From an optimization exercise on the open Yosys and OpenROAD flow, aimed at small area; shortcuts taken in it are not production practice.
The RTL was checked by simulation tests, not by an equivalence proof against the original design.

==> run H <==
## complex_mult_pipe
module complex_mult_pipe (
    input  logic        clk,
    input  logic        rst,
    input  logic        in_valid,
    output logic        in_ready,
    input  logic [15:0] a_re,
    input  logic [15:0] a_im,
    input  logic [15:0] b_re,
    input  logic [15:0] b_im,
    input  logic        conj_en,
    output logic        out_valid,
    input  logic        out_ready,
    output logic [15:0] y_re,
    output logic [15:0] y_im,
    output logic        ovf
);
Settings: LEC_CHECK=0, ABC_AREA=1, CAP_MARGIN=20, CORE_MARGIN=2, CORE_UTILIZATION=45, SLEW_MARGIN=20; clock period 8.0 ns.
standard.sh (not shown) runs the stock make flow with config.mk's settings and CLKGATE_MAP_FILE= SYNTH_SCRIPT=/design/flow/synth_recipe.tcl, a recipe that flattens the netlist after the stock synthesis.
==> flow/flow/run.sh <==
#!/bin/bash
# The standard layout (standard.sh) with these changes:
# - after synthesis, flow/polopt.py removes inverters between full adders by choosing each
#   full adder's polarity (a full adder is self-dual); registers and logic are unchanged;
# - ports are buffered with sky130_fd_sc_hd__buf_1 instead of the default delay cell;
# - clock tree synthesis uses smaller clock buffers and no dummy loads;
# - timing-driven placement does not keep its resizer changes (GPL_KEEP_OVERFLOW=0); later
#   repair adds only what the placed design needs.
set -uo pipefail
R=orfs/results/${FLOW_PLATFORM}/complex_mult_pipe/base
bash standard.sh synth > synth.log 2>&1 || exit 1
cp "$R/1_2_yosys.v" "$R/1_2_yosys_std.v"
if python3 flow/polopt.py "$R/1_2_yosys_std.v" "$R/1_2_yosys_pol.v" 400000 > polopt.log 2>&1; then
  cp "$R/1_2_yosys_pol.v" "$R/1_2_yosys.v"
else
  echo "polopt failed; keeping the standard netlist" >> polopt.log
fi
touch "$R/1_2_yosys.v"
# From placement on, repair may use only small buffers (buf_1, buf_2): the nets it buffers here
# are short high-fanout nets, for which buf_4 and up mostly waste area.
echo 'export DONT_USE_CELLS += sky130_fd_sc_hd__buf_4 sky130_fd_sc_hd__buf_6 sky130_fd_sc_hd__buf_8 sky130_fd_sc_hd__buf_12 sky130_fd_sc_hd__buf_16 sky130_fd_sc_hd__bufbuf_8 sky130_fd_sc_hd__bufbuf_16' >> config.mk
bash standard.sh finish \
  "BUFFER_PORTS_ARGS=-buffer_cell sky130_fd_sc_hd__buf_1" GPL_KEEP_OVERFLOW=0 \
  "CTS_ARGS=-sink_clustering_enable -repair_clock_nets -dont_use_dummy_load -buf_list {sky130_fd_sc_hd__clkbuf_4 sky130_fd_sc_hd__clkbuf_8}" \
  > layout.log 2>&1 || exit 1
Other scripts of this flow, unchanged in this note and not shown: flow/flow/polopt.py
==> inputs of run C, as changes to run H <==
--- a/flow/flow/run.sh
+++ b/flow/flow/run.sh
@@ -5,5 +5,3 @@
 # - ports are buffered with sky130_fd_sc_hd__buf_1 instead of the default delay cell;
-# - clock tree synthesis uses smaller clock buffers and no dummy loads;
-# - timing-driven placement does not keep its resizer changes (GPL_KEEP_OVERFLOW=0); later
-#   repair adds only what the placed design needs.
+# - clock tree synthesis uses smaller clock buffers and no dummy loads.
 set -uo pipefail
@@ -22,3 +20,3 @@
 bash standard.sh finish \
-  "BUFFER_PORTS_ARGS=-buffer_cell sky130_fd_sc_hd__buf_1" GPL_KEEP_OVERFLOW=0 \
+  "BUFFER_PORTS_ARGS=-buffer_cell sky130_fd_sc_hd__buf_1" \
   "CTS_ARGS=-sink_clustering_enable -repair_clock_nets -dont_use_dummy_load -buf_list {sky130_fd_sc_hd__clkbuf_4 sky130_fd_sc_hd__clkbuf_8}" \
--- a/flow/config.mk
+++ b/flow/config.mk
@@ -10,3 +10,3 @@
 export CORE_MARGIN = 2
-export CORE_UTILIZATION = 45
+export CORE_UTILIZATION = 40
 export SLEW_MARGIN = 20
==> summary.txt <==
Hold Startpoint=v2_q; CP Depth=24; Finished Layout Cells=3,680; vias in the first global route=24,500; area occupied by multi-input gates=0.0222 mm2; Inst Count DP=3,622; worst slew pin tran=1150 ps; crit-path most repeated cell=nand2_1; crit path launch=br_q[5]; WHS=478 ps; status=no timing/DRC/antenna violations; period utilisation layout=97.2%
the above is filed under run H

==> summary.txt <==
status=no timing/DRC/antenna violations; crit path launch=br_q[1]; vias in the first global route=around 24,000; Worst Setup EP=rov2_q; WHS=487 ps; share of cells above drive strength 1=4.82%; Hold Startpoint=yr2_q[9]; period utilisation layout=92.9%; area occupied by multi-input gates=roughly 0.022 mm2; Worst Setup Start Kind=flip-flop; CP Depth=22; crit-path most repeated cell=fa_1; maximum clock frequency=135 MHz; Finished Layout Cells=around 3,900; worst slew pin tran=1230 ps
the above is filed under run C

[static timing again, ports no longer ideal]
In the flow no input, the clock included, has a driving cell. The finished layouts below were timed again as built, in two steps.
Step 1 (the two cells are an assumption about what drives the block):
set clk [get_ports {clk}]
set_driving_cell -lib_cell sky130_fd_sc_hd__clkbuf_16 $clk
set_driving_cell -lib_cell sky130_fd_sc_hd__buf_2 [delete_from_list [all_inputs] $clk]
Step 2 times the ports against the registers' clock, not the clock port: input delays grow and output delays shrink by t, the midpoint of the rising clock arrivals with the driver on.
a / b / c = ideal / step 1 / step 2; a / b = the first two.
run | shift t [ns] | slack for setup (ns) | hold WS [ns] | worst setup path at the end | pins driven straight from the clock port
run H | 0.626 | 0.227 / 0.227 / 0.227 | 0.478 / 0.478 / 0.478 | register to register | 1
run C | 0.631 | 0.569 / 0.569 / 0.569 | 0.487 / 0.487 / 0.487 | register to register | 1
After both steps every run listed still meets setup and hold.
